What follows belongs to an exercise in optimizing a design on an open flow for small area, a short achievable clock period and few clock cycles; a production flow would make more cautious choices. No functional check of the RTL was part of any run shown here. Power figures rest on the tool's default switching activity, not on a simulated workload.

<file path="config.mk">
export PLATFORM = sky130hd
export DESIGN_NAME = instruction_hazard_detector_top
export DESIGN_NICKNAME = instruction_hazard_detector_top
export VERILOG_FILES = /design/flow/design.v
export SDC_FILE = /design/flow/constraint.sdc
export NUM_CORES = 4
export LEC_CHECK = 0
export ABC_CLOCK_PERIOD_IN_PS = 2100
export CAP_MARGIN = 20
export CORE_MARGIN = 2
export CORE_UTILIZATION = 40
export SETUP_SLACK_MARGIN = 2.4
export SLEW_MARGIN = 20
</file>
<file path="constraint.sdc">
create_clock -name core_clock -period 4.5 [get_ports {clock}]
set_input_delay 0.9000 -clock core_clock [delete_from_list [all_inputs] [get_ports {clock}]]
set_output_delay 0.9000 -clock core_clock [all_outputs]
set_load 0.01 [all_outputs]
</file>
<file path="design.v">
`timescale 1ns / 1ps
`default_nettype none
package hdc_pkg;
   localparam int WINDOW_DEPTH = 16;
   localparam int IDX_W        = $clog2(WINDOW_DEPTH);
   localparam int COUNT_W      = $clog2(WINDOW_DEPTH + 1);
   localparam int REG_W  = 5;
   localparam int KIND_W = 3;
   localparam int OIDX_W = 4;
   localparam logic [KIND_W-1:0] KIND_RAW  = 3'd0;
   localparam logic [KIND_W-1:0] KIND_WAR  = 3'd1;
   localparam logic [KIND_W-1:0] KIND_WAW  = 3'd2;
   localparam logic [KIND_W-1:0] KIND_NONE = 3'd3;
   localparam logic [KIND_W-1:0] KIND_FULL = 3'd4;
   localparam int HIT_RAW = 0;
   localparam int HIT_WAR = 1;
   localparam int HIT_WAW = 2;
endpackage
`default_nettype wire
`timescale 1ns / 1ps
`default_nettype none
module hdc_cell (
   input  wire logic                      clock,
   input  wire logic                      wr_en,
   input  wire logic                      live,
   input  wire logic [hdc_pkg::REG_W-1:0] c_dst,
   input  wire logic                      c_dok,
   input  wire logic [hdc_pkg::REG_W-1:0] c_sa,
   input  wire logic                      c_aok,
   input  wire logic [hdc_pkg::REG_W-1:0] c_sb,
   input  wire logic                      c_bok,
   output logic [hdc_pkg::REG_W-1:0]      dst,
   output logic [2:0]                     hit
);
   logic [hdc_pkg::REG_W-1:0] e_dst, e_sa, e_sb;
   logic                      e_dok, e_aok, e_bok;
   always_ff @(posedge clock) begin
      if (wr_en) begin
         e_dst <= c_dst;
         e_dok <= c_dok;
         e_sa  <= c_sa;
         e_aok <= c_aok;
         e_sb  <= c_sb;
         e_bok <= c_bok;
      end
   end
   assign hit[hdc_pkg::HIT_RAW] = live && e_dok &&
                                  ((c_aok && e_dst == c_sa) || (c_bok && e_dst == c_sb));
   assign hit[hdc_pkg::HIT_WAR] = live && c_dok &&
                                  ((e_aok && e_sa == c_dst) || (e_bok && e_sb == c_dst));
   assign hit[hdc_pkg::HIT_WAW] = live && e_dok && c_dok && e_dst == c_dst;
   assign dst = e_dst;
endmodule
`default_nettype wire
`timescale 1ns / 1ps
`default_nettype none
module instruction_hazard_detector_top (
   input  wire logic                       clock,
   input  wire logic                       reset,
   input  wire logic                       req_valid,
   output logic                            req_stall,
   input  wire logic                       req_start_program,
   input  wire logic [hdc_pkg::REG_W-1:0]  req_dest_reg,
   input  wire logic                       req_dest_present,
   input  wire logic [hdc_pkg::REG_W-1:0]  req_src_a_reg,
   input  wire logic                       req_src_a_present,
   input  wire logic [hdc_pkg::REG_W-1:0]  req_src_b_reg,
   input  wire logic                       req_src_b_present,
   output logic                            rsp_valid,
   input  wire logic                       rsp_stall,
   output logic [hdc_pkg::KIND_W-1:0]      rsp_dep_kind,
   output logic [hdc_pkg::OIDX_W-1:0]      rsp_earlier_index,
   output logic [hdc_pkg::OIDX_W-1:0]      rsp_later_index,
   output logic [hdc_pkg::REG_W-1:0]       rsp_shared_reg,
   output logic                            rsp_last_result
);
   localparam int D  = hdc_pkg::WINDOW_DEPTH;
   localparam int N  = 3 * D;
   localparam int RW = hdc_pkg::KIND_W + 2 * hdc_pkg::OIDX_W + hdc_pkg::REG_W + 1;
   logic [hdc_pkg::COUNT_W-1:0] count_ff, count_in;
   logic                        qv_ff, qv_in;
   logic [N-1:0]                qhits_ff, qhits_in;
   logic                        qfull_ff, qfull_in;
   logic [hdc_pkg::REG_W-1:0]   qdst_ff, qdst_in;
   logic [hdc_pkg::IDX_W-1:0]   qlater_ff, qlater_in;
   logic [N-1:0]                pend_ff, pend_in;
   logic                        fullk_ff, fullk_in;    
   logic [hdc_pkg::REG_W-1:0]   cdst_ff, cdst_in;
   logic [hdc_pkg::IDX_W-1:0]   later_ff, later_in;
   logic                        busy_ff, busy_in;      
   logic                        single_ff, single_in;  
   logic                        stall_ff, stall_in;
   logic                        ov_ff, ov_in;
   logic [hdc_pkg::REG_W-1:0]   dst0_ff, dst0_in;
   logic                        hv_ff, hv_in, tv_ff, tv_in;
   logic [RW-1:0]               head_ff, head_in, tail_ff, tail_in, item;
   logic [hdc_pkg::COUNT_W-1:0] eff_count;
   logic [hdc_pkg::IDX_W-1:0]   pos;
   logic                        full, accept, load, pop, move, pend_any, qmove;
   logic                        hits_one, pend_two;
   logic [N-1:0]                hits, clr;
   logic [D-1:0]                ent_any, sel;
   logic [hdc_pkg::REG_W*D-1:0] dsts;
   logic [2:0]                  kind_sel;
   logic [hdc_pkg::IDX_W-1:0]   sel_idx;
   logic [hdc_pkg::REG_W-1:0]   sel_dst;
   logic [hdc_pkg::KIND_W-1:0]  it_kind;
   logic [hdc_pkg::OIDX_W-1:0]  it_early, it_late;
   logic [hdc_pkg::REG_W-1:0]   it_sh;
   logic                        it_last;
   assign pend_any  = |pend_ff;
   assign req_stall = stall_ff;
   assign accept    = req_valid && !stall_ff;
   assign pop       = hv_ff && !rsp_stall;
   assign move      = busy_ff && (!tv_ff || pop);
   assign qmove     = qv_ff && (!busy_ff || (single_ff && move));
   assign eff_count = req_start_program ? '0 : count_ff;
   assign full      = eff_count == hdc_pkg::COUNT_W'(D);
   assign pos       = eff_count[hdc_pkg::IDX_W-1:0];
   assign load      = accept && !full;
   for (genvar i = 0; i < D; i++) begin : g_cell
      hdc_cell u_cell (
         .clock (clock),
         .wr_en (load && pos == hdc_pkg::IDX_W'(i)),
         .live  (hdc_pkg::COUNT_W'(i) < eff_count),
         .c_dst (req_dest_reg),
         .c_dok (req_dest_present),
         .c_sa  (req_src_a_reg),
         .c_aok (req_src_a_present),
         .c_sb  (req_src_b_reg),
         .c_bok (req_src_b_present),
         .dst   (dsts[hdc_pkg::REG_W*i +: hdc_pkg::REG_W]),
         .hit   (hits[3*i +: 3])
      );
   end
   always_comb begin
      logic [63:0] ha, hm, pa, pm, pt;
      ha = 64'(qhits_ff);
      hm = '0;
      pa = 64'(pend_ff);
      pm = '0;
      pt = '0;
      for (int l = 1; l <= 6; l++) begin
         for (int j = 0; j < (64 >> l); j++) begin
            hm[j] = hm[2*j] | hm[2*j+1] | (ha[2*j] & ha[2*j+1]);
            ha[j] = ha[2*j] | ha[2*j+1];
            pt[j] = pt[2*j] | pt[2*j+1] | (pm[2*j] & pa[2*j+1]) | (pa[2*j] & pm[2*j+1]);
            pm[j] = pm[2*j] | pm[2*j+1] | (pa[2*j] & pa[2*j+1]);
            pa[j] = pa[2*j] | pa[2*j+1];
         end
      end
      hits_one = !hm[0];
      pend_two = !pt[0];
   end
   always_comb begin
      clr      = '0;
      kind_sel = '0;
      sel_idx  = '0;
      sel_dst  = '0;
      for (int i = 0; i < D; i++) begin
         ent_any[i] = |pend_ff[3*i +: 3];
      end
      for (int i = 0; i < D; i++) begin
         logic [2:0] pk;
         sel[i] = ent_any[i] && !(|(ent_any & D'((1 << i) - 1)));
         pk[0] = pend_ff[3*i];
         pk[1] = pend_ff[3*i+1] && !pend_ff[3*i];
         pk[2] = pend_ff[3*i+2] && !pend_ff[3*i+1] && !pend_ff[3*i];
         clr[3*i +: 3] = sel[i] ? pk : 3'b000;
         kind_sel = kind_sel | clr[3*i +: 3];
         sel_idx  = sel_idx | (sel[i] ? hdc_pkg::IDX_W'(i) : '0);
         if (i == 0) begin
            sel_dst = sel_dst | (sel[i] ? (ov_ff ? dst0_ff : dsts[0 +: hdc_pkg::REG_W]) : '0);
         end else begin
            sel_dst = sel_dst | (sel[i] ? dsts[hdc_pkg::REG_W*i +: hdc_pkg::REG_W] : '0);
         end
      end
   end
   always_comb begin
      if (pend_any) begin
         it_early = sel_idx;
         it_late  = later_ff;
         it_last  = single_ff;
         if (kind_sel[hdc_pkg::HIT_RAW]) begin
            it_kind = hdc_pkg::KIND_RAW;
            it_sh   = sel_dst;
         end else if (kind_sel[hdc_pkg::HIT_WAR]) begin
            it_kind = hdc_pkg::KIND_WAR;
            it_sh   = cdst_ff;
         end else begin
            it_kind = hdc_pkg::KIND_WAW;
            it_sh   = cdst_ff;
         end
      end else begin
         it_kind  = fullk_ff ? hdc_pkg::KIND_FULL : hdc_pkg::KIND_NONE;
         it_early = '0;
         it_late  = fullk_ff ? '0 : later_ff;
         it_sh    = '0;
         it_last  = 1'b1;
      end
      item = {it_kind, it_early, it_late, it_sh, it_last};
   end
   always_comb begin
      count_in  = count_ff;
      qv_in     = qv_ff && !qmove;
      qhits_in  = qhits_ff;
      qfull_in  = qfull_ff;
      qdst_in   = qdst_ff;
      qlater_in = qlater_ff;
      pend_in   = pend_ff;
      ov_in     = ov_ff && !qmove;
      dst0_in   = dst0_ff;
      fullk_in  = fullk_ff;
      cdst_in   = cdst_ff;
      later_in  = later_ff;
      busy_in   = busy_ff;
      single_in = single_ff;
      if (move) begin
         pend_in   = pend_ff & ~clr;
         busy_in   = !single_ff;
         single_in = pend_two;
      end
      if (qmove) begin
         pend_in   = qhits_ff;
         busy_in   = 1'b1;
         single_in = hits_one;
         fullk_in  = qfull_ff;
         cdst_in   = qdst_ff;
         later_in  = qlater_ff;
      end
      if (accept) begin
         qv_in     = 1'b1;
         qhits_in  = full ? '0 : hits;
         qfull_in  = full;
         qdst_in   = req_dest_reg;
         qlater_in = pos;
         count_in  = full ? eff_count : eff_count + hdc_pkg::COUNT_W'(1);
         if (!full && pos == '0) begin
            ov_in   = 1'b1;
            dst0_in = dsts[0 +: hdc_pkg::REG_W];
         end
      end
      head_in = head_ff;
      hv_in   = hv_ff;
      tail_in = tail_ff;
      tv_in   = tv_ff && !pop;
      if (!hv_ff || pop) begin
         hv_in   = tv_ff || move;
         head_in = tv_ff ? tail_ff : item;
      end
      if (move && (tv_ff || (hv_ff && !pop))) begin
         tv_in   = 1'b1;
         tail_in = item;
      end
      stall_in = qv_in && busy_in && (!single_in || tv_in);
   end
   always_ff @(posedge clock) begin
      if (reset) begin
         count_ff  <= '0;
         qv_ff     <= 1'b0;
         pend_ff   <= '0;
         busy_ff   <= 1'b0;
         single_ff <= 1'b1;
         stall_ff  <= 1'b0;
         hv_ff     <= 1'b0;
         tv_ff     <= 1'b0;
      end else begin
         count_ff  <= count_in;
         qv_ff     <= qv_in;
         pend_ff   <= pend_in;
         busy_ff   <= busy_in;
         single_ff <= single_in;
         stall_ff  <= stall_in;
         hv_ff     <= hv_in;
         tv_ff     <= tv_in;
      end
      qhits_ff  <= qhits_in;
      qfull_ff  <= qfull_in;
      qdst_ff   <= qdst_in;
      qlater_ff <= qlater_in;
      fullk_ff <= fullk_in;
      ov_ff    <= ov_in;
      dst0_ff  <= dst0_in;
      cdst_ff  <= cdst_in;
      later_ff <= later_in;
      head_ff  <= head_in;
      tail_ff  <= tail_in;
   end
   assign rsp_valid = hv_ff;
   assign {rsp_dep_kind, rsp_earlier_index, rsp_later_index, rsp_shared_reg, rsp_last_result} = head_ff;
endmodule
`default_nettype wire
</file>
<file path="run.sh">
#!/bin/bash
# synth_recipe.tcl (not shown) runs the flow's synth.tcl, then flattens the netlist and writes it again
# the make line also repeats each setting of config.mk as NAME=value (left out here)
make -C /OpenROAD-flow-scripts/flow DESIGN_CONFIG=/design/flow/config.mk WORK_HOME=/design/flow/orfs CLKGATE_MAP_FILE= SYNTH_SCRIPT=/design/flow/synth_recipe.tcl finish
</file>
==> results of run 1 <==
power breakdown:
| group | internal (µW) | switching, µW |
|---|---|---|
| clock | 2340 | 1680 |
| combinational | 667 | 889 |
| sequential | 4710 | 143 |
| total | 7720 | 2720 |
metal layers:
layer	track usage, %	wire length, µm	part of all wire, %	vias up
met2	37.8	34200	46	927
met1	33.4	30900	42	8503
met5	0	0	0	-
met3	4.06	6160	8.3	217
li1	-	-	-	7513
met4	8.63	2960	4.0	0
worst max-delay path by stage:
| stage | from | endpoint | slack, ns |
|---|---|---|---|
| after floorplan | req_valid | g_cell[0].u_cell.e_aok$_DFFE_PP_ | 1.69 |
| after global placement | req_start_program | g_cell[6].u_cell.e_sb[2]$_DFFE_PP_ | 0.78 |
| after detailed placement | req_start_program | g_cell[6].u_cell.e_sb[4]$_DFFE_PP_ | 0.73 |
| after CTS | pend_ff[3]$_SDFFE_PP0P_ | head_ff[8]$_DFFE_PN_ | 1.85 |
| after global routing | pend_ff[8]$_SDFFE_PP0P_ | head_ff[2]$_DFFE_PN_ | 1.68 |
| final | pend_ff[8]$_SDFFE_PP0P_ | head_ff[1]$_DFFE_PN_ | 1.77 |
cell usage in the layout, fill, tap and decap left out, drive strengths merged, types with 9 or more instances in the layout:
cell type	Yosys	final
buf	44	226
and3	9	9
o211ai	21	21
nand4	16	16
o311ai	14	14
dfxtp	60	60
a22oi	30	30
clkbuf	86	67
nor3	31	31
maj3	13	13
nand2b	12	12
xnor2	80	80
a221o	9	9
edfxtp	395	395
mux2	12	12
nor3b	10	10
nand2	116	116
o21ai	32	33
inv	18	16
nand3	125	125
nor2	97	97
xor2	321	321
or3	9	9
or4	10	10
o22ai	16	16
a211oi	12	12
a2111oi	17	17
nor4	118	118
a21oi	98	98
clkinv	2	22
worst register-to-register path, cell delays in order (launching register included):
cell and delay [ns]:
dfxtp_4 0.37, nor4_4 0.48, nand4_4 0.17, buf_6 0.17, buf_4 0.13, nor2_4 0.14, nand4_1 0.16, nand4_1 0.31
buf_6 0.16, buf_4 0.11, nor2_1 0.05, o41ai_2 0.29
cell type report:
| type | count | share of cell area, % |
|---|---|---|
| Tap cell | 756 | 3.30 |
| Timing Repair Buffer | 237 | 8.12 |
| Inverter | 20 | 0.327 |
| Sequential cell | 455 | 45.9 |
| Clock inverter | 27 | 1.05 |
| Clock buffer | 63 | 4.53 |
| Multi-Input combinational cell | 1319 | 36.7 |
cells by family after synthesis:
family          after synthesis  share of synthesized area, %
flops                       455                          57.2
mux                          17                         0.811
compound gates              307                          9.41
xor+xnor                    401                          15.4
fa+ha+maj                    17                         0.789
simple gates                575                          13.7
buf+inv                     150                          2.68
state kept, by name (all words and copies together), names as in the netlist, 4 cells and up:
name                 flops
g_cell.u_cell.e_dst     80
g_cell.u_cell.e_sa      80
g_cell.u_cell.e_sb      80
pend_ff                 48
qhits_ff                48
head_ff                 17
tail_ff                 17
g_cell.u_cell.e_aok     16
g_cell.u_cell.e_bok     16
g_cell.u_cell.e_dok     16
cdst_ff                  5
count_ff                 5
dst0_ff                  5
qdst_ff                  5
later_ff                 4
qlater_ff                4
per-stage QoR:
stage                     setup slack (ns)  utilization, %
after global routing                  1.68            50.9
after global placement               0.783            43.2
after CTS                             1.85            48.6
after detailed placement             0.733            43.2
final                                 1.77            50.9
after floorplan                       1.69               -
what timing repair did:
item / CTS / global route
pin swaps: 63 / 71
setup endpoints to repair: 536 / 297
resized for setup: 275 / 146
gates cloned: 4 / 3
setup buffers: 73 / 71
==> flow_summary_export.csv, run 1 <==
group,metric,value,unit
pwr,powerDensity,364,nW/µm²
yosys,yosys_warnings,2,
route,drcViolationCount,0,
final_layout,fin_cells,2877,
clock_network,cts_made_buffers,48,
global_route,antenna_found_initial,0,
timing,final_hold_viol_count,0,
yosys,syn-cell-area,22800,µm²
worst_setup_path,worst-path-buf-inv,4,
route,drtPass1Iterations,8,
timing,worst_pin_slew,0.837,ns
final_layout,multi_input_area,10500,µm²
timing,relSlewSlack,44.0,%
floorplanning,coreArea,56400,µm²
worst_setup_path,r2r_end,"head_ff[1]$_DFFE_PN_",
placed_design,placed_cell_area,24400,µm²
clock_network,cts.clk_slew.worst_paths,0.06,ns
pwr,peakVddDrop,0.252,mV
global_route,track_usage,24.0,%
floorplanning,dieHeight,243,µm
timing,final.min_clock_period,2.73,ns
timing,setup_viol,0,
yosys,seq_area_frac_synth,57.2,%
route,ant_nets,0,
route,wire_per_inst,25.8,µm
timing,finClkSkew,0.0323,ns
placed_design,dp_cells,2636,
run_status,status,"no timing/DRC/antenna violations",
final_layout,fin_nets,2108,
yosys,synthArstFlopShare,0,%
worst_setup_path,r2r_slack,1.77,ns
clock_network,cts.sinks,455,
worst_setup_path,path_delay_family,"simple AND/OR/NAND/NOR gates",
hold_path,hp-start,"qdst_ff[0]$_DFFE_PP_",
worst_setup_path,worstPathArrival,3.13,ns
yosys,synth_edf_count,395,
worst_setup_path,cp_max_fo,5,
clock_network,cts_root_buf,"clkbuf_16",
worst_setup_path,worst_ep_required_time,4.90,ns
timing,slew_viol_final,0,
yosys,synth_fp_nets,1949,
route,vias_per_cell,5.96,
floorplanning,die_width,243,µm
floorplanning,die_area,59000,µm²
yosys,yosysTopAreaCellShare,52.0,%
hold_path,hp-class,"reg2reg",
yosys,syn_inst,1922,
flow_run,drv_cap,0,
route,drtIter0Drc,2105,
placed_design,port_buffers,41,
timing,fin_setup_tns,0,ns
floorplanning,start_util,40.5,%
final_layout,area_growth,25.6,%
clock_network,htreeDepth,2,
final_layout,n_antenna_cell,0,
pwr,power.leakage,0.00967,µW
yosys,avgSynthCellArea,11.9,µm²
route,vias,17160,
clock_network,cts_tree,"done",
global_route,grt_overflow_total,0,
clock_network,cts_hold_buffers,0,
worst_setup_path,cpMaxStageDelayCell,"nor4_4",
final_layout,n_fill_cell,4809,
floorplanning,ioPinCount,42,
timing,whs,0.418,ns
final_layout,seq_area,13200,µm²
clock_network,cts_buffer_depth,3,
clock_network,worstSkewPairLatency,0.61,ns
worst_setup_path,criticalPathCategory,"reg2reg",
worst_setup_path,end_kind,"flip-flop",
yosys,synth_most_common_cell,"edfxtp_1",
hold_path,holdPathEnd,"cdst_ff[0]$_DFFE_PP_",
yosys,ys.flop_type,"edfxtp_1",
yosys,synth.largest_area_cell,"edfxtp_1",
worst_setup_path,cp_cell_sequence,"nor4_4, nand4_4, buf_6, buf_4, nor2_4, nand4_1, nand4_1, buf_6, buf_4, nor2_1, o41ai_2",
timing,max_freq,367,MHz
worst_setup_path,worst-path-stages,11,
placed_design,place.gp.congestion,1.02,
global_route,grt_max_degree,62,
final_layout,final_area,28700,µm²
global_route,grt_pass1_wl,106000,µm
yosys,ys_ff_latch,455,
timing,layout_worst_path_cycle_share,60.6,%
worst_setup_path,reg2reg_depth,11,
pwr,finalPower,10400,µW
worst_setup_path,reg2reg_from,"pend_ff[8]$_SDFFE_PP0P_",
floorplanning,num_rows,87,
timing,rsz0062_at_grt,"yes",
placed_design,dpl.hpwl,48200,µm
final_layout,drive_gt1_share,27.6,%
worst_setup_path,max_stage_delay,0.48,ns
worst_setup_path,cp-start-kind,"flip-flop",
hold_path,holdPathStages,0,
yosys,ys_top_cells_by_area,"edfxtp_1 (52%), xor2_1 (12%), dfxtp_1 (5.3%), xnor2_1 (3.1%), nor4_1 (2.9%)",
global_route,first_global_vias,16156,
route,routed_wl,74200,µm
yosys,synth_common_cells,"edfxtp_1 (395), xor2_1 (321), nand3_1 (125), nand2_1 (115), nor4_1 (106)",
yosys,ys_types,83,
==> inputs of run 2 (changes only) <==
--- a/config.mk
+++ b/config.mk
@@ -6,8 +6,8 @@
 export NUM_CORES = 4
 export LEC_CHECK = 0
-export ABC_CLOCK_PERIOD_IN_PS = 2100
+export ABC_CLOCK_PERIOD_IN_PS = 1800
 export CAP_MARGIN = 20
 export CORE_MARGIN = 2
 export CORE_UTILIZATION = 40
-export SETUP_SLACK_MARGIN = 2.4
+export SETUP_SLACK_MARGIN = 2.7
 export SLEW_MARGIN = 20
==> run 2 against run 1 <==
  * Highest routed layer unchanged
  * Total power is 3.5% higher
  * Hold slack barely moved
  * Sequential cell count is the same
  * Sequential power about the same
  * Sequential share of layout area is 2.9 points lower
  * Die area did not move
  * Synthesized cell count did not move
  * Still clean
==> flow_summary_export.csv, run 2 <==
group,metric,value,unit
run_status,status,"no timing/DRC/antenna violations",
yosys,ys_top_cells_by_area,"edfxtp_1 (52%), xor2_1 (12%), dfxtp_1 (5.3%), xnor2_1 (3.1%), nor4_1 (2.9%)",
clock_network,worstSkewPairLatency,0.62,ns
worst_setup_path,cp_max_fo,8,
yosys,yosysTopAreaCellShare,52.0,%
route,routed_wl,79600,µm
clock_network,cts_tree,"done",
worst_setup_path,end_kind,"flip-flop",
route,drcViolationCount,0,
final_layout,final_area,30700,µm²
yosys,syn-cell-area,22800,µm²
global_route,grt_max_degree,60,
route,vias,17772,
clock_network,cts_root_buf,"clkbuf_16",
pwr,swShare,26.3,%
worst_setup_path,criticalPathCategory,"reg2reg",
worst_setup_path,cp_cell_sequence,"buf_6, nor3_4, nor2_1, a221o_1, a221o_1, nor4b_4, and3_1, a21oi_2, mux2_4",
hold_path,hp-start,"qdst_ff[3]$_DFFE_PP_",
floorplanning,die_area,59000,µm²
pwr,p_seq_share,44.9,%
global_route,antenna_found_initial,0,
timing,relSlewSlack,49.3,%
route,drtPass1Iterations,6,
clock_network,htreeDepth,2,
yosys,synthAdderAreaFrac,0.789,%
timing,layout_worst_path_cycle_share,62.0,%
final_layout,multi_input_area,10900,µm²
placed_design,place.gp.congestion,0.976,
worst_setup_path,worst-path-buf-inv,1,
final_layout,fin_cells,2966,
clock_network,cts_buffer_depth,3,
yosys,avgSynthCellArea,11.9,µm²
clock_network,cts_hold_buffers,0,
floorplanning,dieHeight,243,µm
worst_setup_path,reg2reg_from,"pend_ff[0]$_SDFFE_PP0P_",
clock_network,cts.clk_slew.worst_paths,0.06,ns
yosys,muxShareOfSynthArea,0.811,%
route,wire_per_inst,26.8,µm
yosys,synth_compound_area_share,9.41,%
placed_design,dp_cells,2645,
timing,rsz0062_at_grt,"yes",
global_route,track_usage,25.4,%
flow_run,drv_cap,0,
final_layout,drive_gt1_share,32.6,%
worst_setup_path,worstPathArrival,3.16,ns
clock_network,cts.sinks,455,
floorplanning,coreArea,56400,µm²
final_layout,final_cell_mix,"edfxtp_1 (395), xor2_1 (320), buf_4 (164), nand3_1 (105), nand2_1 (91)",
clock_network,cts_made_buffers,49,
worst_setup_path,cpMaxStageDelayCell,"nor3_4",
global_route,first_global_vias,16900,
route,drtIter0Drc,2166,
final_layout,fin_nets,2202,
pwr,powerDensity,352,nW/µm²
yosys,seq_area_frac_synth,57.2,%
placed_design,port_buffers,41,
worst_setup_path,path_delay_family,"simple AND/OR/NAND/NOR gates",
placed_design,placed_cell_area,24500,µm²
yosys,ys_ff_latch,455,
timing,max_freq,359,MHz
timing,final_hold_viol_count,0,
yosys,synth_xor_xnor_area_share,15.4,%
timing,finClkSkew,0.0396,ns
yosys,synth_common_cells,"edfxtp_1 (395), xor2_1 (321), nand3_1 (125), nand2_1 (115), nor4_1 (106)",
yosys,synth_fp_nets,1949,
timing,worst_pin_slew,0.758,ns
final_layout,n_antenna_cell,0,
yosys,synth_top_family_by_area,"XOR/XNOR gates",
yosys,ys_types,83,
pwr,peakVddDrop,0.307,mV
pwr,power.leakage,0.0105,µW
pwr,power.share.clock,39.5,%
yosys,synth_simple_gate_area_share,13.7,%
final_layout,layout_commonest_cell,"edfxtp_1",
pwr,p_sw,2830,µW
yosys,yosys_warnings,2,
floorplanning,num_rows,87,
floorplanning,ioPinCount,42,
final_layout,seq_area,13200,µm²
global_route,grt_overflow_total,0,
yosys,synth_most_common_cell,"edfxtp_1",
placed_design,dpl.hpwl,48500,µm
yosys,synth_edf_count,395,
pwr,p_comb_share,15.6,%
timing,fin_setup_tns,0,ns
timing,slew_viol_final,0,
floorplanning,start_util,40.5,%
worst_setup_path,max_stage_delay,0.46,ns
final_layout,reg.largest.list,"g_cell.u_cell.e_dst x80, g_cell.u_cell.e_sa x80, g_cell.u_cell.e_sb x80",
route,ant_nets,0,
worst_setup_path,cp-startpoint,"pend_ff[0]$_SDFFE_PP0P_",
final_layout,n_fill_cell,4605,
timing,setup_viol,0,
worst_setup_path,worst_ep_required_time,4.87,ns
route,vias_per_cell,5.99,
worst_setup_path,crit_top_cell,"a221o_1",
hold_path,hp-class,"reg2reg",
yosys,syn_inst,1922,
pwr,finalPower,10800,µW
final_layout,area_growth,34.3,%
yosys,synth.largest_area_cell,"edfxtp_1",
yosys,synthArstFlopShare,0,%
worst_setup_path,cp-start-kind,"flip-flop",
yosys,ys.flop_type,"edfxtp_1",
pwr,internal_power,7960,µW
floorplanning,die_width,243,µm
timing,final.min_clock_period,2.79,ns
global_route,grt_pass1_wl,112000,µm
[run 2: cell type report]
| class | instances | area share, % |
|---|---|---|
| sequential | 455 | 43.0 |
| multi-input combinational | 1319 | 35.6 |
| timing repair buffer | 329 | 12.4 |
| clock buffer | 54 | 4.06 |
| tap | 756 | 3.08 |
| clock inverter | 32 | 1.41 |
| inverter | 20 | 0.347 |
| timing repair inverter | 1 | 0.0245 |
[run 2: per-layer routing]
metal | GRT usage, % | vias to the layer above | routed length, µm
met4 | 8.52 | 0 | 3260
met5 | 0 | - | 0
met3 | 4.08 | 219 | 6500
li1 | - | 7727 | -
met2 | 40.6 | 946 | 37000
met1 | 35.1 | 8880 | 32800
[run 2: stage by stage]
| step | hold WS, ns | worst slack, ns | util (%) |
|---|---|---|---|
| 5_1_grt | 0.426 | 1.68 | 54.4 |
| 6_report | 0.418 | 1.71 | 54.4 |
| 3_3_place_gp | 0.403 | 0.766 | 43.5 |
| 4_1_cts | 0.420 | 1.75 | 51.4 |
| 3_5_place_dp | 0.405 | 0.744 | 43.5 |
| 2_1_floorplan | 0.400 | 1.69 | - |
[run 2: path summary, 6_finish.rpt]
| path | slack, ns | end | depth (start not counted) |
|---|---|---|---|
| setup / recovery | 1.71 | head_ff[4]$_DFFE_PN_ | 9 |
| hold / removal | 0.42 | cdst_ff[3]$_DFFE_PP_ | 0 |
| setup reg to reg | 1.71 | head_ff[4]$_DFFE_PN_ | 9 |
| hold reg to reg | 0.42 | cdst_ff[3]$_DFFE_PP_ | 0 |
[run 2: cells by family (layout without fill, tap and decap cells)]
| family | count (synthesis) | after routing |
|---|---|---|
| fa+ha+maj | 17 | 17 |
| buf+inv | 150 | 436 |
| mux | 17 | 17 |
| compound gates | 307 | 307 |
| simple gates | 575 | 577 |
| flops | 455 | 455 |
| xor+xnor | 401 | 401 |
[run 2: repair_timing]
action                     4_1_cts  5_1_grt
gates cloned                    17       12
setup buffers                  120       86
setup endpoints to repair      536      396
gates resized for setup        407      148
pin swaps                       80       64
[run 2: worst register-to-register path: stages (launching register included)]
cell and delay, ns:
dfxtp_4 0.38, buf_6 0.13, nor3_4 0.46, nor2_1 0.08, a221o_1 0.28, a221o_1 0.37, nor4b_4 0.29, and3_1 0.21
a21oi_2 0.06, mux2_4 0.26
[run 2: power by group through the flow]
stage	clock, µW	combinational [µW]	sequential (µW)
floorplan	0	809	4880
global placement	0	1160	4930
detailed placement	0	1170	4940
CTS	4310	1460	4850
global route	4490	1760	4860
finish	4260	1680	4850
==> inputs of run 3 (changes only) <==
--- a/design.v
+++ b/design.v
@@ -85,4 +85,5 @@
    logic [hdc_pkg::IDX_W-1:0]   qlater_ff, qlater_in;
    logic [N-1:0]                pend_ff, pend_in;
+   logic [D-1:0]                pany_ff, pany_in;      
    logic                        fullk_ff, fullk_in;    
    logic [hdc_pkg::REG_W-1:0]   cdst_ff, cdst_in;
@@ -93,12 +94,14 @@
    logic                        ov_ff, ov_in;
    logic [hdc_pkg::REG_W-1:0]   dst0_ff, dst0_in;
+   logic                        nv_ff, nv_in;
+   logic [RW-1:0]               nitem_ff, nitem_in;
    logic                        hv_ff, hv_in, tv_ff, tv_in;
    logic [RW-1:0]               head_ff, head_in, tail_ff, tail_in, item;
    logic [hdc_pkg::COUNT_W-1:0] eff_count;
    logic [hdc_pkg::IDX_W-1:0]   pos;
-   logic                        full, accept, load, pop, move, pend_any, qmove;
+   logic                        full, accept, load, pop, fmove, move, qmove;
    logic                        hits_one, pend_two;
    logic [N-1:0]                hits, clr;
-   logic [D-1:0]                ent_any, sel;
+   logic [D-1:0]                sel;
    logic [hdc_pkg::REG_W*D-1:0] dsts;
    logic [2:0]                  kind_sel;
@@ -109,9 +112,9 @@
    logic [hdc_pkg::REG_W-1:0]   it_sh;
    logic                        it_last;
-   assign pend_any  = |pend_ff;
    assign req_stall = stall_ff;
    assign accept    = req_valid && !stall_ff;
    assign pop       = hv_ff && !rsp_stall;
-   assign move      = busy_ff && (!tv_ff || pop);
+   assign fmove     = nv_ff && (!tv_ff || pop);
+   assign move      = busy_ff && (!nv_ff || fmove);
    assign qmove     = qv_ff && (!busy_ff || (single_ff && move));
    assign eff_count = req_start_program ? '0 : count_ff;
@@ -159,12 +162,9 @@
       sel_dst  = '0;
       for (int i = 0; i < D; i++) begin
-         ent_any[i] = |pend_ff[3*i +: 3];
-      end
-      for (int i = 0; i < D; i++) begin
          logic [2:0] pk;
-         sel[i] = ent_any[i] && !(|(ent_any & D'((1 << i) - 1)));
+         sel[i] = pany_ff[i] && !(|(pany_ff & D'((1 << i) - 1)));
          pk[0] = pend_ff[3*i];
          pk[1] = pend_ff[3*i+1] && !pend_ff[3*i];
-         pk[2] = pend_ff[3*i+2] && !pend_ff[3*i+1] && !pend_ff[3*i];
+         pk[2] = !pend_ff[3*i+1] && !pend_ff[3*i];
          clr[3*i +: 3] = sel[i] ? pk : 3'b000;
          kind_sel = kind_sel | clr[3*i +: 3];
@@ -178,5 +178,5 @@
    end
    always_comb begin
-      if (pend_any) begin
+      if (|pany_ff) begin
          it_early = sel_idx;
          it_late  = later_ff;
@@ -229,4 +229,7 @@
          later_in  = qlater_ff;
       end
+      for (int i = 0; i < D; i++) begin
+         pany_in[i] = |pend_in[3*i +: 3];
+      end
       if (accept) begin
          qv_in     = 1'b1;
@@ -241,4 +244,6 @@
          end
       end
+      nv_in    = move || (nv_ff && !fmove);
+      nitem_in = move ? item : nitem_ff;
       head_in = head_ff;
       hv_in   = hv_ff;
@@ -246,12 +251,12 @@
       tv_in   = tv_ff && !pop;
       if (!hv_ff || pop) begin
-         hv_in   = tv_ff || move;
-         head_in = tv_ff ? tail_ff : item;
-      end
-      if (move && (tv_ff || (hv_ff && !pop))) begin
+         hv_in   = tv_ff || fmove;
+         head_in = tv_ff ? tail_ff : nitem_ff;
+      end
+      if (fmove && (tv_ff || (hv_ff && !pop))) begin
          tv_in   = 1'b1;
-         tail_in = item;
-      end
-      stall_in = qv_in && busy_in && (!single_in || tv_in);
+         tail_in = nitem_ff;
+      end
+      stall_in = qv_in && busy_in && (!single_in || (nv_in && tv_in));
    end
    always_ff @(posedge clock) begin
@@ -260,7 +265,9 @@
          qv_ff     <= 1'b0;
          pend_ff   <= '0;
+         pany_ff   <= '0;
          busy_ff   <= 1'b0;
          single_ff <= 1'b1;
          stall_ff  <= 1'b0;
+         nv_ff     <= 1'b0;
          hv_ff     <= 1'b0;
          tv_ff     <= 1'b0;
@@ -269,7 +276,9 @@
          qv_ff     <= qv_in;
          pend_ff   <= pend_in;
+         pany_ff   <= pany_in;
          busy_ff   <= busy_in;
          single_ff <= single_in;
          stall_ff  <= stall_in;
+         nv_ff     <= nv_in;
          hv_ff     <= hv_in;
          tv_ff     <= tv_in;
@@ -279,11 +288,12 @@
       qdst_ff   <= qdst_in;
       qlater_ff <= qlater_in;
-      fullk_ff <= fullk_in;
-      ov_ff    <= ov_in;
-      dst0_ff  <= dst0_in;
-      cdst_ff  <= cdst_in;
-      later_ff <= later_in;
-      head_ff  <= head_in;
-      tail_ff  <= tail_in;
+      fullk_ff  <= fullk_in;
+      cdst_ff   <= cdst_in;
+      later_ff  <= later_in;
+      ov_ff     <= ov_in;
+      dst0_ff   <= dst0_in;
+      nitem_ff  <= nitem_in;
+      head_ff   <= head_in;
+      tail_ff   <= tail_in;
    end
    assign rsp_valid = hv_ff;
--- a/config.mk
+++ b/config.mk
@@ -6,8 +6,9 @@
 export NUM_CORES = 4
 export LEC_CHECK = 0
-export ABC_CLOCK_PERIOD_IN_PS = 1800
+export ABC_CLOCK_PERIOD_IN_PS = 2000
 export CAP_MARGIN = 20
 export CORE_MARGIN = 2
 export CORE_UTILIZATION = 40
-export SETUP_SLACK_MARGIN = 2.7
+export SETUP_SLACK_MARGIN = 2.5
 export SLEW_MARGIN = 20
+export TNS_END_PERCENT = 0
==> run 3 against run 2 <==
  * Critical path type unchanged
  * Highest routed layer unchanged
  * Combinational power shrank 39%
  * Sequential cell count grew 34
  * Wire length shrank 15%
  * Largest cell class unchanged
  * Clock skew shrank 0.013 ns
  * Final cell count shrank 4.7%
  * Register-to-register slack gained 0.18 ns
==> flow_summary_export.csv, run 3 <==
group,metric,value,unit
placed_design,port_buffers,41,
worst_setup_path,cp_max_fo,8,
yosys,ys.flop_type,"edfxtp_1",
timing,fin_setup_tns,0,ns
timing,rsz0062_at_grt,"yes",
floorplanning,start_util,40.3,%
floorplanning,ioPinCount,42,
yosys,synth_most_common_cell,"edfxtp_1",
floorplanning,dieHeight,247,µm
timing,final_hold_viol_count,0,
timing,max_freq,383,MHz
route,vias,16645,
yosys,ys_types,79,
final_layout,final_cell_mix,"edfxtp_1 (412), xor2_1 (321), nand3_1 (124), a21oi_1 (101), nor4_1 (96)",
clock_network,cts_made_buffers,53,
final_layout,reg.largest.list,"g_cell.u_cell.e_dst x80, g_cell.u_cell.e_sa x80, g_cell.u_cell.e_sb x80",
yosys,seq_area_frac_synth,58.7,%
route,wire_per_inst,24.0,µm
flow_run,drv_cap,0,
floorplanning,coreArea,58800,µm²
worst_setup_path,criticalPathCategory,"reg2reg",
hold_path,hp-class,"reg2reg",
yosys,ys_top_cells_by_area,"edfxtp_1 (52%), xor2_1 (12%), dfxtp_1 (6.5%), xnor2_1 (3.0%), nor4_1 (2.8%)",
yosys,syn_inst,1966,
timing,finClkSkew,0.0267,ns
yosys,ys_ff_latch,489,
yosys,yosysTopAreaCellShare,52.2,%
global_route,grt_max_degree,66,
clock_network,cts_hold_buffers,0,
final_layout,n_fill_cell,5192,
yosys,yosys_warnings,2,
global_route,track_usage,22.1,%
worst_setup_path,end_kind,"flip-flop",
placed_design,dp_slack,0.487,ns
placed_design,place.gp.congestion,0.962,
clock_network,cts.sinks,489,
worst_setup_path,reg2reg_from,"pend_ff[25]$_SDFF_PP0_",
route,ant_nets,0,
yosys,synth_edf_count,412,
yosys,synthArstFlopShare,0,%
timing,relSlewSlack,28.9,%
run_status,status,"no timing/DRC/antenna violations",
floorplanning,num_rows,89,
route,drtIter0Drc,1775,
worst_setup_path,cp-start-kind,"flip-flop",
pwr,powerDensity,378,nW/µm²
clock_network,cts_tree,"done",
final_layout,drive_gt1_share,15.5,%
timing,layout_worst_path_cycle_share,58.1,%
pwr,power.leakage,0.00919,µW
timing,setup_viol,0,
timing,worst_pin_slew,1.07,ns
final_layout,area_growth,16.0,%
clock_network,worstSkewPairLatency,0.62,ns
placed_design,dpl.hpwl,44600,µm
global_route,first_global_vias,16318,
global_route,antenna_found_initial,1,
clock_network,htreeDepth,2,
route,drcViolationCount,0,
yosys,synth.largest_area_cell,"edfxtp_1",
yosys,synth_common_cells,"edfxtp_1 (412), xor2_1 (321), nand3_1 (125), nor4_1 (106), a21oi_1 (102)",
yosys,synth_fp_nets,1993,
route,drtPass1Iterations,6,
clock_network,cts_root_buf,"clkbuf_16",
final_layout,layout_commonest_cell,"edfxtp_1",
worst_setup_path,worstPathArrival,3.08,ns
floorplanning,die_width,247,µm
yosys,syn-cell-area,23700,µm²
final_layout,fin_nets,2038,
global_route,grt_overflow_total,0,
timing,worst_slack,1.89,ns
clock_network,cts.clk_slew.worst_paths,0.06,ns
hold_path,hp-start,"qdst_ff[3]$_DFFE_PP_",
worst_setup_path,cp-startpoint,"pend_ff[25]$_SDFF_PP0_",
worst_setup_path,worst_ep_required_time,4.97,ns
route,vias_per_cell,5.89,
global_route,grt_pass1_wl,102000,µm
timing,slew_viol_final,0,
yosys,avgSynthCellArea,12.1,µm²
floorplanning,die_area,61200,µm²
pwr,peakVddDrop,0.320,mV
clock_network,cts_buffer_depth,3,
timing,final.min_clock_period,2.61,ns
route,routed_wl,67800,µm
==> run 3: per-stage QoR <==
step	total power, µW	std cells	util (%)	hold slack (ns)	cell area (µm²)
after global routing	10800	2825	46.8	0.421	27500
after detailed placement	6170	2687	42.6	0.405	25000
final	10400	2826	46.8	0.421	27500
after CTS	10500	2825	46.7	0.418	27500
after floorplan	5800	1966	-	0.400	23900
after global placement	6150	2687	42.6	0.402	25000
==> run 3: area by class of cell <==
class	instances	area, µm²	area share (%)
Multi-Input combinational cell	1326	9650	35.1
Clock inverter	31	258	0.937
Antenna cell	1	2.50	0.00909
Tap cell	773	967	3.52
Timing Repair Buffer	128	1210	4.39
Sequential cell	489	14000	50.7
Inverter	13	57.6	0.209
Clock buffer	65	1420	5.17
==> run 3: worst max-delay path: stages (launching register included) <==
cell and delay (ns):
dfxtp_2 0.37, or4_4 0.58, or3_4 0.41, or2_2 0.32, a221oi_1 0.32, o2111ai_1 0.16
o21ai_1 0.22, a31oi_1 0.11
==> run 3: metal layers <==
layer | share of wire [%] | vias up | track usage [%]
li1 | - | 7485 | -
met1 | 43 | 8272 | 30.5
met2 | 46 | 732 | 34.9
met3 | 7.7 | 156 | 3.71
met4 | 3.6 | 0 | 8.79
met5 | 0 | - | 0
==> run 3: worst paths after layout <==
check	endpoint	slack, ns	cells past startpoint
worst max-delay path	stall_ff$_SDFF_PP0_	1.89	7
worst min-delay path	cdst_ff[3]$_DFFE_PP_	0.42	0
worst max register to register	stall_ff$_SDFF_PP0_	1.89	7
worst min register to register	cdst_ff[3]$_DFFE_PP_	0.42	0
==> run 3: repair_timing <==
item                       CTS  global route
resized for setup           91            21
gates cloned                 1             0
pin swaps                   47             5
setup endpoints to repair  545           545
setup buffers               41             0
==> run 3: power breakdown <==
group / internal, µW / leakage (µW) / switching [µW]
clock: 2420 / 0.000825 / 1800
sequential: 5020 / 0.00447 / 137
combinational: 394 / 0.00390 / 638
total: 7840 / 0.00919 / 2570
==> run 3: cells by family (layout without fill, tap and decap cells) <==
logic type | count (synthesis) | count (layout) | share of synthesized area, %
other | 0 | 1 | 0
buffers and inverters | 152 | 237 | 2.61
adders and majority gates | 16 | 16 | 0.718
muxes | 23 | 23 | 1.06
xor gates and xnor gates | 402 | 402 | 14.8
AOI/OAI and AO/OA | 305 | 305 | 8.80
and+or+nand+nor | 579 | 580 | 13.3
DFF | 489 | 489 | 58.7
==> inputs of run 4 (changes only) <==
--- a/config.mk
+++ b/config.mk
@@ -12,3 +12,2 @@
 export SETUP_SLACK_MARGIN = 2.5
 export SLEW_MARGIN = 20
-export TNS_END_PERCENT = 0
==> run 4 against run 3 <==
  * Still clean on timing, DRC and antenna
  * Critical path depth is 1 higher
  * Hold slack lost 0.0030 ns
  * Wire length increased by 8.2%
  * Sequential power is essentially flat
  * Critical endpoint is now nitem_ff[15]$_DFFE_PP_
  * Largest cell class unchanged
==> flow_summary_export.csv, run 4 <==
group,metric,value,unit
floorplanning,dieHeight,247,µm
run_status,status,"no timing/DRC/antenna violations",
final_layout,fin_nets,2158,
timing,relSlewSlack,29.6,%
route,vias,17552,
timing,final.min_clock_period,2.61,ns
global_route,grt_overflow_total,0,
route,routed_wl,73300,µm
final_layout,fin_cells,2949,
final_layout,n_fill_cell,4943,
placed_design,dpl.hpwl,46700,µm
worst_setup_path,worstPathArrival,2.95,ns
final_layout,final_area,30200,µm²
final_layout,n_antenna_cell,0,
floorplanning,num_rows,89,
route,ant_nets,0,
yosys,ys.flop_type,"edfxtp_1",
pwr,power.leakage,0.0104,µW
placed_design,port_buffers,41,
placed_design,place.gp.congestion,0.948,
route,vias_per_cell,5.95,
global_route,grt_pass1_wl,108000,µm
yosys,synth_most_common_cell,"edfxtp_1",
worst_setup_path,reg2reg_depth,8,
floorplanning,start_util,40.3,%
worst_setup_path,end_kind,"flip-flop",
route,drtPass1Iterations,8,
floorplanning,ioPinCount,42,
clock_network,cts.clk_slew.worst_paths,0.06,ns
yosys,seq_area_frac_synth,58.7,%
clock_network,htreeDepth,2,
hold_path,hp-class,"reg2reg",
worst_setup_path,worst_ep_required_time,4.84,ns
route,wire_per_inst,24.9,µm
route,drtIter0Drc,1912,
global_route,track_usage,23.4,%
yosys,synth_fp_nets,1993,
worst_setup_path,cp_max_fo,5,
clock_network,cts_made_buffers,54,
clock_network,cts_hold_buffers,0,
final_layout,drive_gt1_share,28.4,%
timing,setup_viol,0,
route,drcViolationCount,0,
clock_network,cts_tree,"done",
hold_path,holdPathStages,0,
yosys,synth_edf_count,412,
clock_network,worstSkewPairLatency,0.63,ns
timing,max_freq,383,MHz
pwr,finalPower,11100,µW
final_layout,area_growth,27.2,%
timing,layout_worst_path_cycle_share,57.9,%
clock_network,cts_root_buf,"clkbuf_16",
yosys,synth_common_cells,"edfxtp_1 (412), xor2_1 (321), nand3_1 (125), nor4_1 (106), a21oi_1 (102)",
timing,slew_viol_final,0,
floorplanning,die_width,247,µm
final_layout,layout_commonest_cell,"edfxtp_1",
timing,worst_pin_slew,1.06,ns
timing,fin_setup_tns,0,ns
timing,whs,0.418,ns
timing,finClkSkew,0.0268,ns
timing,final_hold_viol_count,0,
yosys,ys_top_cells_by_area,"edfxtp_1 (52%), xor2_1 (12%), dfxtp_1 (6.5%), xnor2_1 (3.0%), nor4_1 (2.8%)",
yosys,avgSynthCellArea,12.1,µm²
yosys,yosys_warnings,2,
yosys,yosysTopAreaCellShare,52.2,%
yosys,synth.largest_area_cell,"edfxtp_1",
yosys,ys_types,79,
worst_setup_path,criticalPathCategory,"reg2reg",
worst_setup_path,cp-start-kind,"flip-flop",
final_layout,final_cell_mix,"edfxtp_1 (412), xor2_1 (321), buf_4 (132), nand3_1 (109), nor4_1 (87)",
yosys,syn_inst,1966,
pwr,powerDensity,369,nW/µm²
final_layout,reg.largest.list,"g_cell.u_cell.e_dst x80, g_cell.u_cell.e_sa x80, g_cell.u_cell.e_sb x80",
floorplanning,die_area,61200,µm²
global_route,grt_max_degree,50,
timing,rsz0062_at_grt,"yes",
pwr,peakVddDrop,0.323,mV
global_route,first_global_vias,17103,
placed_design,placed_cell_area,25300,µm²
floorplanning,coreArea,58800,µm²
yosys,synthArstFlopShare,0,%
clock_network,cts_buffer_depth,3,
global_route,antenna_found_initial,0,
yosys,ys_ff_latch,489,
yosys,syn-cell-area,23700,µm²
flow_run,drv_cap,0,
placed_design,dp_cells,2690,
clock_network,cts.sinks,489,
[run 4: where the power goes]
| part | switching, µW | internal (µW) |
|---|---|---|
| Sequential | 150 | 5020 |
| Clock | 1890 | 2830 |
| Combinational | 716 | 511 |
[run 4: cell type report]
| type | count | area (µm²) | share of cell area [%] |
|---|---|---|---|
| flip-flops and latches | 489 | 14000 | 46.3 |
| multi-input cells | 1326 | 10600 | 35.2 |
| repair buffers | 246 | 2590 | 8.58 |
| clock buffers | 70 | 1540 | 5.10 |
| well taps | 773 | 967 | 3.21 |
| clock inverters | 31 | 374 | 1.24 |
| inverters | 13 | 76.3 | 0.253 |
| repair inverters | 1 | 11.3 | 0.0373 |
[run 4: repair_timing]
| item | 4_1_cts | 5_1_grt |
|---|---|---|
| setup endpoints to repair | 537 | 367 |
| cloned | 13 | 3 |
| setup buffers | 107 | 35 |
| gates resized for setup | 287 | 155 |
| pin swaps | 88 | 87 |
| hold endpoints to repair | 0 | 0 |
[run 4: path summary, 6_finish.rpt]
kind	from	slack, ns	to
max	pany_ff[0]$_SDFF_PP0_	1.89	nitem_ff[15]$_DFFE_PP_
min	qdst_ff[1]$_DFFE_PP_	0.42	cdst_ff[1]$_DFFE_PP_
max reg2reg	pany_ff[0]$_SDFF_PP0_	1.89	nitem_ff[15]$_DFFE_PP_
min reg2reg	qdst_ff[1]$_DFFE_PP_	0.42	cdst_ff[1]$_DFFE_PP_
[run 4: routing by layer]
layer | routed length [µm] | vias to the layer above | share of wire, % | global-route usage (%)
li1 | - | 7747 | - | -
met1 | 30700 | 8790 | 42 | 32.1
met2 | 34400 | 826 | 47 | 37.6
met3 | 5280 | 189 | 7.2 | 3.67
met4 | 2870 | 0 | 3.9 | 8.44
met5 | 0 | - | 0 | 0
[run 4: critical path, cell delays in order, from the launching register on]
cell,delay (ns)
dfxtp_4,0.37
or4_4,0.63
nor4b_4,0.34
and3_4,0.31
nand3b_1,0.17
nand4_1,0.22
a311oi_2,0.06
nand4_1,0.12
o31ai_1,0.10
[run 4: per-stage QoR]
step                      util, %  setup WS (ns)
after CTS                    49.6           1.90
after global routing         51.3           1.84
after detailed placement     43.1          0.880
after global placement       43.1          0.891
final                        51.3           1.89
after floorplan                 -           1.57
[run 4: cell families after synthesis]
logic type,Yosys count,share of synthesized area (%)
adders and majority gates,16,0.718
xor gates and xnor gates,402,14.8
AOI/OAI and AO/OA,305,8.80
muxes,23,1.06
DFF,489,58.7
and+or+nand+nor,579,13.3
buffers and inverters,152,2.61
==> inputs of run 5 (changes only) <==
--- a/design.v
+++ b/design.v
@@ -91,5 +91,4 @@
    logic                        busy_ff, busy_in;      
    logic                        single_ff, single_in;  
-   logic                        stall_ff, stall_in;
    logic                        ov_ff, ov_in;
    logic [hdc_pkg::REG_W-1:0]   dst0_ff, dst0_in;
@@ -112,6 +111,6 @@
    logic [hdc_pkg::REG_W-1:0]   it_sh;
    logic                        it_last;
-   assign req_stall = stall_ff;
-   assign accept    = req_valid && !stall_ff;
+   assign req_stall = qv_ff && busy_ff && (!single_ff || (nv_ff && tv_ff));
+   assign accept    = req_valid && !req_stall;
    assign pop       = hv_ff && !rsp_stall;
    assign fmove     = nv_ff && (!tv_ff || pop);
@@ -258,5 +257,4 @@
          tail_in = nitem_ff;
       end
-      stall_in = qv_in && busy_in && (!single_in || (nv_in && tv_in));
    end
    always_ff @(posedge clock) begin
@@ -268,5 +266,4 @@
          busy_ff   <= 1'b0;
          single_ff <= 1'b1;
-         stall_ff  <= 1'b0;
          nv_ff     <= 1'b0;
          hv_ff     <= 1'b0;
@@ -279,5 +276,4 @@
          busy_ff   <= busy_in;
          single_ff <= single_in;
-         stall_ff  <= stall_in;
          nv_ff     <= nv_in;
          hv_ff     <= hv_in;
--- a/config.mk
+++ b/config.mk
@@ -9,5 +9,6 @@
 export CAP_MARGIN = 20
 export CORE_MARGIN = 2
-export CORE_UTILIZATION = 40
+export CORE_UTILIZATION = 60
 export SETUP_SLACK_MARGIN = 2.5
 export SLEW_MARGIN = 20
+export TNS_END_PERCENT = 0
==> run 5 against run 4 <==
  * Clock-buffer cell count decreased by 3
  * Fmax increased by 1.7%
  * Final cell count decreased by 12%
  * Die area decreased by 33%
  * Combinational power decreased by 15%
  * Global-route usage increased by 11 points
  * Non-clock buffer count decreased by 102
  * Sequential cell count decreased by 1
  * First-iteration DRC count decreased by 3.7%
  * Largest power group unchanged
==> flow_summary_export.csv, run 5 <==
group,metric,value,unit
global_route,grt_max_degree,50,
clock_network,cts.clk_slew.worst_paths,0.06,ns
yosys,synth.largest_area_cell,"edfxtp_1",
worst_setup_path,worst_ep_required_time,4.85,ns
final_layout,final_cell_mix,"edfxtp_1 (412), xor2_1 (321), nand3_1 (129), nand2_1 (104), a21oi_1 (97)",
pwr,peakVddDrop,0.451,mV
final_layout,area_growth,15.7,%
route,drtIter0Drc,1841,
floorplanning,ioPinCount,42,
clock_network,htreeDepth,2,
global_route,grt_pass1_wl,104000,µm
timing,rsz0062_at_grt,"yes",
timing,final.min_clock_period,2.56,ns
yosys,avgSynthCellArea,11.9,µm²
worst_setup_path,worstPathArrival,2.91,ns
placed_design,place.gp.congestion,0.952,
final_layout,n_fill_cell,2744,
final_layout,layout_commonest_cell,"edfxtp_1",
final_layout,reg.largest.list,"g_cell.u_cell.e_dst x80, g_cell.u_cell.e_sa x80, g_cell.u_cell.e_sb x80",
floorplanning,die_area,41000,µm²
global_route,antenna_found_initial,2,
pwr,p_sw,2490,µW
timing,whs,0.419,ns
final_layout,drive_gt1_share,15.0,%
timing,setup_viol,0,
pwr,finalPower,10200,µW
yosys,synth_compound_area_share,8.72,%
yosys,ys_ff_latch,488,
timing,relSlewSlack,42.1,%
pwr,powerDensity,372,nW/µm²
worst_setup_path,reg2reg_depth,7,
yosys,synth_top_family_by_area,"XOR/XNOR gates",
placed_design,dpl.hpwl,45800,µm
hold_path,holdPathStages,0,
final_layout,fin_nets,2072,
pwr,power.share.clock,39.3,%
yosys,ys.flop_type,"edfxtp_1",
worst_setup_path,cp-start-kind,"primary input",
placed_design,port_buffers,41,
floorplanning,dieHeight,202,µm
yosys,ys_top_cells_by_area,"edfxtp_1 (52%), xor2_1 (12%), dfxtp_1 (6.4%), xnor2_1 (3.0%), nand3_1 (2.8%)",
yosys,seq_area_frac_synth,58.8,%
route,drcViolationCount,0,
yosys,muxShareOfSynthArea,1.02,%
yosys,synth_simple_gate_area_share,13.3,%
floorplanning,coreArea,38700,µm²
yosys,yosys_warnings,2,
route,wire_per_inst,27.0,µm
route,routed_wl,70200,µm
yosys,synth_most_common_cell,"edfxtp_1",
route,ant_nets,0,
clock_network,cts_made_buffers,50,
route,vias_per_cell,6.49,
worst_setup_path,cp_max_fo,8,
floorplanning,die_width,202,µm
timing,layout_worst_path_cycle_share,57.0,%
timing,finClkSkew,0.0136,ns
yosys,synth_common_cells,"edfxtp_1 (412), xor2_1 (321), nand3_1 (131), nand2_1 (111), a21oi_1 (99)",
floorplanning,num_rows,72,
final_layout,multi_input_area,9600,µm²
timing,max_freq,390,MHz
pwr,power.leakage,0.00921,µW
run_status,status,"no timing/DRC/antenna violations",
clock_network,cts.sinks,488,
yosys,synthArstFlopShare,0,%
pwr,internal_power,7670,µW
yosys,synthAdderAreaFrac,0.762,%
worst_setup_path,criticalPathCategory,"in2reg",
clock_network,cts_tree,"done",
yosys,synth_edf_count,412,
timing,final_hold_viol_count,0,
global_route,first_global_vias,16344,
floorplanning,start_util,61.0,%
yosys,ys_types,70,
hold_path,hp-class,"reg2reg",
flow_run,drv_cap,0,
yosys,synth_xor_xnor_area_share,14.9,%
route,drtPass1Iterations,8,
final_layout,seq_area,13900,µm²
global_route,track_usage,34.6,%
clock_network,cts_buffer_depth,3,
yosys,syn-cell-area,23600,µm²
final_layout,fin_util,70.5,%
global_route,grt_overflow_total,0,
timing,worst_pin_slew,0.866,ns
worst_setup_path,end_kind,"flip-flop",
timing,slew_viol_final,0,
yosys,yosysTopAreaCellShare,52.4,%
pwr,p_seq_share,50.5,%
route,vias,16896,
yosys,synth_fp_nets,2008,
pwr,swShare,24.5,%
pwr,p_comb_share,10.2,%
clock_network,worstSkewPairLatency,0.60,ns
yosys,syn_inst,1981,
clock_network,cts_root_buf,"clkbuf_16",
timing,fin_setup_tns,0,ns
run 5: worst paths after layout:
kind | to | slack, ns | start
max | qhits_ff[2]$_SDFFCE_PP0P_ | 1.94 | req_start_program
min reg2reg | cdst_ff[2]$_DFFE_PP_ | 0.42 | qdst_ff[2]$_DFFE_PP_
max reg2reg | single_ff$_SDFFE_PP1P_ | 1.97 | pend_ff[9]$_SDFF_PP0_
min | cdst_ff[2]$_DFFE_PP_ | 0.42 | qdst_ff[2]$_DFFE_PP_
run 5: per-layer routing:
layer	track usage, %	part of all wire, %
met1	46.9	40
met2	54.2	46
met3	5.86	8.1
met4	17.7	5.4
met5	0	0.024
run 5: stage by stage:
stage / instance area, µm² / worst slack, ns / std cells
floorplan: 23800 / 1.39 / 1981
global placement: 24800 / 0.920 / 2461
detailed placement: 24800 / 0.806 / 2461
CTS: 27300 / 2.05 / 2603
global route: 27300 / 1.86 / 2605
finish: 27300 / 1.94 / 2605
run 5: power groups by stage:
stage	Sequential (µW)	Combinational, µW	Clock [µW]
final	5130	1040	4000
after global routing	5140	1100	4230
after CTS	5120	1010	4040
after detailed placement	5220	898	0
after global placement	5220	883	0
after floorplan	5150	591	0
run 5: final cells by class:
type	instances	share of cell area [%]
inverter	19	0.293
tap	518	2.37
clock buffer	67	4.89
timing repair inverter	1	0.0275
timing repair buffer	144	5.42
multi-input combinational	1341	35.1
clock inverter	26	0.865
sequential	488	51.0
antenna	1	0.00916
run 5: cell families after synthesis:
kind of cell / count (synthesis)
mux: 22
buf+inv: 152
fa+ha+maj: 17
compound gates: 312
xor+xnor: 402
simple gates: 588
flops: 488
run 5: worst max-delay path, cell delays in order:
cell	delay, ns
dlygate4sd2_1	0.37
buf_4	0.23
nand2b_1	0.16
inv_1	0.14
nor2_1	0.42
nand3_1	0.27
o211ai_1	0.33
nor2_1	0.08
run 5: repair_timing:
item                                    4_1_cts  5_1_grt
resized for setup                           117        7
hold buffers                                  0        0
buffers inserted                             46        1
gates cloned                                  3        0
endpoints found under the setup margin      549      547
pin swaps                                    39        3
==> inputs of run 6 (changes only) <==
--- a/design.v
+++ b/design.v
@@ -95,9 +95,9 @@
    logic                        nv_ff, nv_in;
    logic [RW-1:0]               nitem_ff, nitem_in;
-   logic                        hv_ff, hv_in, tv_ff, tv_in;
-   logic [RW-1:0]               head_ff, head_in, tail_ff, tail_in, item;
+   logic                        hv_ff, hv_in;
+   logic [RW-1:0]               head_ff, head_in, item;
    logic [hdc_pkg::COUNT_W-1:0] eff_count;
    logic [hdc_pkg::IDX_W-1:0]   pos;
-   logic                        full, accept, load, pop, fmove, move, qmove;
+   logic                        full, accept, load, hfree, nfree, move, qmove;
    logic                        hits_one, pend_two;
    logic [N-1:0]                hits, clr;
@@ -111,10 +111,10 @@
    logic [hdc_pkg::REG_W-1:0]   it_sh;
    logic                        it_last;
-   assign req_stall = qv_ff && busy_ff && (!single_ff || (nv_ff && tv_ff));
+   assign hfree     = !hv_ff || !rsp_stall;
+   assign nfree     = !nv_ff || hfree;
+   assign move      = busy_ff && nfree;
+   assign qmove     = qv_ff && (!busy_ff || (single_ff && move));
+   assign req_stall = qv_ff && !qmove;
    assign accept    = req_valid && !req_stall;
-   assign pop       = hv_ff && !rsp_stall;
-   assign fmove     = nv_ff && (!tv_ff || pop);
-   assign move      = busy_ff && (!nv_ff || fmove);
-   assign qmove     = qv_ff && (!busy_ff || (single_ff && move));
    assign eff_count = req_start_program ? '0 : count_ff;
    assign full      = eff_count == hdc_pkg::COUNT_W'(D);
@@ -243,18 +243,8 @@
          end
       end
-      nv_in    = move || (nv_ff && !fmove);
+      nv_in    = move || (nv_ff && !hfree);
       nitem_in = move ? item : nitem_ff;
-      head_in = head_ff;
-      hv_in   = hv_ff;
-      tail_in = tail_ff;
-      tv_in   = tv_ff && !pop;
-      if (!hv_ff || pop) begin
-         hv_in   = tv_ff || fmove;
-         head_in = tv_ff ? tail_ff : nitem_ff;
-      end
-      if (fmove && (tv_ff || (hv_ff && !pop))) begin
-         tv_in   = 1'b1;
-         tail_in = nitem_ff;
-      end
+      hv_in    = hfree ? nv_ff : hv_ff;
+      head_in  = hfree ? nitem_ff : head_ff;
    end
    always_ff @(posedge clock) begin
@@ -268,5 +258,4 @@
          nv_ff     <= 1'b0;
          hv_ff     <= 1'b0;
-         tv_ff     <= 1'b0;
       end else begin
          count_ff  <= count_in;
@@ -278,5 +267,4 @@
          nv_ff     <= nv_in;
          hv_ff     <= hv_in;
-         tv_ff     <= tv_in;
       end
       qhits_ff  <= qhits_in;
@@ -291,5 +279,4 @@
       nitem_ff  <= nitem_in;
       head_ff   <= head_in;
-      tail_ff   <= tail_in;
    end
    assign rsp_valid = hv_ff;
--- a/config.mk
+++ b/config.mk
@@ -9,5 +9,5 @@
 export CAP_MARGIN = 20
 export CORE_MARGIN = 2
-export CORE_UTILIZATION = 60
+export CORE_UTILIZATION = 50
 export SETUP_SLACK_MARGIN = 2.5
 export SLEW_MARGIN = 20
==> run 6 against run 5 <==
  * Register-to-register slack worse by 0.06 ns
  * Hold slack got worse by 0.0017 ns
  * Wire length grew 1.0%
  * Synthesized cell count shrank 3.4%
  * Die area grew 16%
  * Utilization decreased by 12 points
  * Clock-buffer cell count shrank 2
  * Combinational power is 6% lower
  * Sequential share of layout area is 0.80 points lower
==> flow_summary_export.csv, run 6 <==
group,metric,value,unit
worst_setup_path,end_kind,"flip-flop",
yosys,synth_fp_nets,1940,
yosys,syn_inst,1913,
worst_setup_path,max_stage_delay,0.56,ns
global_route,track_usage,30.0,%
worst_setup_path,path_delay_family,"simple AND/OR/NAND/NOR gates",
final_layout,fin_cells,2632,
clock_network,cts_root_buf,"clkbuf_16",
yosys,synth_most_common_cell,"edfxtp_1",
floorplanning,die_width,218,µm
pwr,finalPower,10300,µW
floorplanning,start_util,50.6,%
worst_setup_path,crit_top_cell,"or4_1",
clock_network,cts.sinks,470,
worst_setup_path,cp_max_fo,2,
floorplanning,coreArea,45300,µm²
route,vias_per_cell,6.22,
timing,rsz0062_at_grt,"yes",
final_layout,seq_area,13400,µm²
worst_setup_path,criticalPathCategory,"reg2reg",
route,drtPass1Iterations,6,
yosys,avgSynthCellArea,12.0,µm²
global_route,grt_pass1_wl,104000,µm
yosys,yosys_warnings,2,
route,ant_nets,0,
final_layout,multi_input_area,9440,µm²
global_route,grt_overflow_total,0,
clock_network,htreeDepth,2,
yosys,syn-cell-area,22900,µm²
worst_setup_path,worstPathArrival,3.10,ns
timing,setup_viol,0,
route,drtIter0Drc,1469,
final_layout,layout_commonest_cell,"edfxtp_1",
timing,final.min_clock_period,2.59,ns
clock_network,cts_buffer_depth,3,
global_route,grt_max_degree,53,
placed_design,port_buffers,41,
final_layout,n_fill_cell,3732,
timing,fin_setup_tns,0,ns
timing,worst_pin_slew,1.00,ns
pwr,peakVddDrop,0.340,mV
yosys,ys_ff_latch,470,
final_layout,area_growth,16.2,%
timing,final_hold_viol_count,0,
placed_design,place.gp.congestion,0.963,
yosys,synth_edf_count,395,
run_status,status,"no timing/DRC/antenna violations",
worst_setup_path,cpMaxStageDelayCell,"or4_1",
timing,relSlewSlack,33.3,%
route,vias,16358,
yosys,yosysTopAreaCellShare,51.7,%
route,drcViolationCount,0,
clock_network,cts_made_buffers,51,
yosys,synthArstFlopShare,0,%
yosys,ys_types,78,
floorplanning,dieHeight,218,µm
yosys,seq_area_frac_synth,58.3,%
global_route,first_global_vias,15896,
route,wire_per_inst,26.9,µm
final_layout,n_antenna_cell,0,
final_layout,reg.largest.list,"g_cell.u_cell.e_dst x80, g_cell.u_cell.e_sa x80, g_cell.u_cell.e_sb x80",
final_layout,drive_gt1_share,15.2,%
clock_network,worstSkewPairLatency,0.61,ns
timing,layout_worst_path_cycle_share,57.6,%
placed_design,dp_slack,0.783,ns
yosys,ys.flop_type,"edfxtp_1",
route,routed_wl,70900,µm
worst_setup_path,worst_ep_required_time,5.01,ns
yosys,ys_top_cells_by_area,"edfxtp_1 (52%), xor2_1 (12%), dfxtp_1 (6.5%), xnor2_1 (3.1%), nor4_1 (3.0%)",
placed_design,dpl.hpwl,49000,µm
worst_setup_path,worst-path-buf-inv,0,
clock_network,cts.clk_slew.worst_paths,0.06,ns
worst_setup_path,cp_cell_sequence,"nor4_4, a22oi_1, or4_1, or4_1, nor3_2, a21oi_1, o21ai_1",
timing,finClkSkew,0.0264,ns
global_route,antenna_found_initial,1,
timing,max_freq,386,MHz
final_layout,fin_nets,2016,
timing,slew_viol_final,0,
yosys,synth_common_cells,"edfxtp_1 (395), xor2_1 (321), nand3_1 (122), nor4_1 (109), a21oi_1 (99)",
floorplanning,die_area,47600,µm²
hold_path,hp-class,"reg2reg",
pwr,power.leakage,0.00894,µW
clock_network,cts_tree,"done",
timing,worst_slack,1.91,ns
floorplanning,ioPinCount,42,
floorplanning,num_rows,78,
pwr,powerDensity,386,nW/µm²
placed_design,dp_cells,2489,
flow_run,drv_cap,0,
final_layout,final_cell_mix,"edfxtp_1 (395), xor2_1 (321), nand3_1 (119), buf_4 (100), a21oi_1 (96)",
yosys,synth.largest_area_cell,"edfxtp_1",
worst_setup_path,cp-start-kind,"flip-flop",
## run 6: cell count changes after synthesis, sizes merged, moves of 10 or more
cell    previous run  this run
mux2              17         0
a211oi            21        10
a221oi             9        20
nand2            111        88
edfxtp           412       395
nor2              88        69
nor4              96       111
nand3b            14         3
buf               46        36
## run 6: worst register-to-register path: stages (launching register included)
cell and delay, ns:
edfxtp_1 0.50, nor4_4 0.40, a22oi_1 0.17, or4_1 0.50
or4_1 0.56, nor3_2 0.13, a21oi_1 0.12, o21ai_1 0.10
## run 6: final timing paths
| check | start | end | slack (ns) | depth (start not counted) |
|---|---|---|---|---|
| setup / recovery | qhits_ff[14]$_SDFFCE_PP0P_ | single_ff$_SDFFE_PP1P_ | 1.91 | 7 |
| hold / removal | qdst_ff[2]$_DFFE_PP_ | cdst_ff[2]$_DFFE_PP_ | 0.42 | 0 |
| setup reg to reg | qhits_ff[14]$_SDFFCE_PP0P_ | single_ff$_SDFFE_PP1P_ | 1.91 | 7 |
| hold reg to reg | qdst_ff[2]$_DFFE_PP_ | cdst_ff[2]$_DFFE_PP_ | 0.42 | 0 |
## run 6: cells by family after synthesis
kind of cell               synth area share (%)
AOI/OAI and AO/OA                          9.38
xor gates and xnor gates                   15.3
adders and majority gates                 0.742
buffers and inverters                      2.64
DFF                                        58.3
muxes                                     0.218
and+or+nand+nor                            13.4
## run 6: timing repair
action	CTS	global route
hold endpoints to repair	0	0
endpoints found under the setup margin	517	492
pin swaps	21	6
cloned	3	1
hold buffers	0	0
setup buffers	39	4
resized for setup	100	8
## run 6: cell type report
class                   count  area share, %
flip-flops and latches    470           50.2
multi-input cells        1290           35.4
clock buffers              65           5.33
repair buffers            152           4.61
well taps                 600           2.82
clock inverters            31           1.28
inverters                  23          0.338
repair inverters            1         0.0188
## run 6: routing by layer
metal	track usage (%)	part of all wire, %
met1	39.6	40
met2	49.2	48
met3	4.01	6.8
met4	14.1	4.9
met5	0	0
## run 6: power by group
part | internal, µW | switching (µW)
logic | 363 | 613
registers | 4820 | 133
clock network | 2630 | 1730
## run 6: metrics by stage
stage | util, % | area (µm²) | hold slack [ns]
finish | 58.9 | 26700 | 0.417
CTS | 58.7 | 26600 | 0.418
floorplan | - | 23100 | 0.400
global route | 58.9 | 26700 | 0.423
global placement | 53.3 | 24100 | 0.401
detailed placement | 53.3 | 24100 | 0.405

==> afterwards: timing with drivers on the ports <==
The flow's constraints put no driver on any port. The routed layouts listed below were extracted and timed again, unchanged, in two steps.
Step 1, drivers: a clkbuf_16 drives clock and a buf_2 each remaining input, both assumed.
Step 2 times the ports against the registers' clock, not the clock port: input delays grow and output delays shrink by t, the midpoint of the rising clock arrivals with the driver on.
a / b / c = no drivers / after step 1 / after step 2; a / b = the first two.
| run | t, ns | slack for setup (ns) |
|---|---|---|
| run 1 | 0.650 | 1.774 / 1.774 / 1.550 |
| run 2 | 0.661 | 1.712 / 1.712 / 1.572 |
| run 3 | 0.659 | 1.888 / 1.888 / 1.354 |
| run 4 | 0.675 | 1.892 / 1.892 / 1.535 |
| run 5 | 0.651 | 1.936 / 1.900 / 1.250 |
| run 6 | 0.657 | 1.910 / 1.910 / 1.357 |
After both steps every run listed still meets setup and hold.
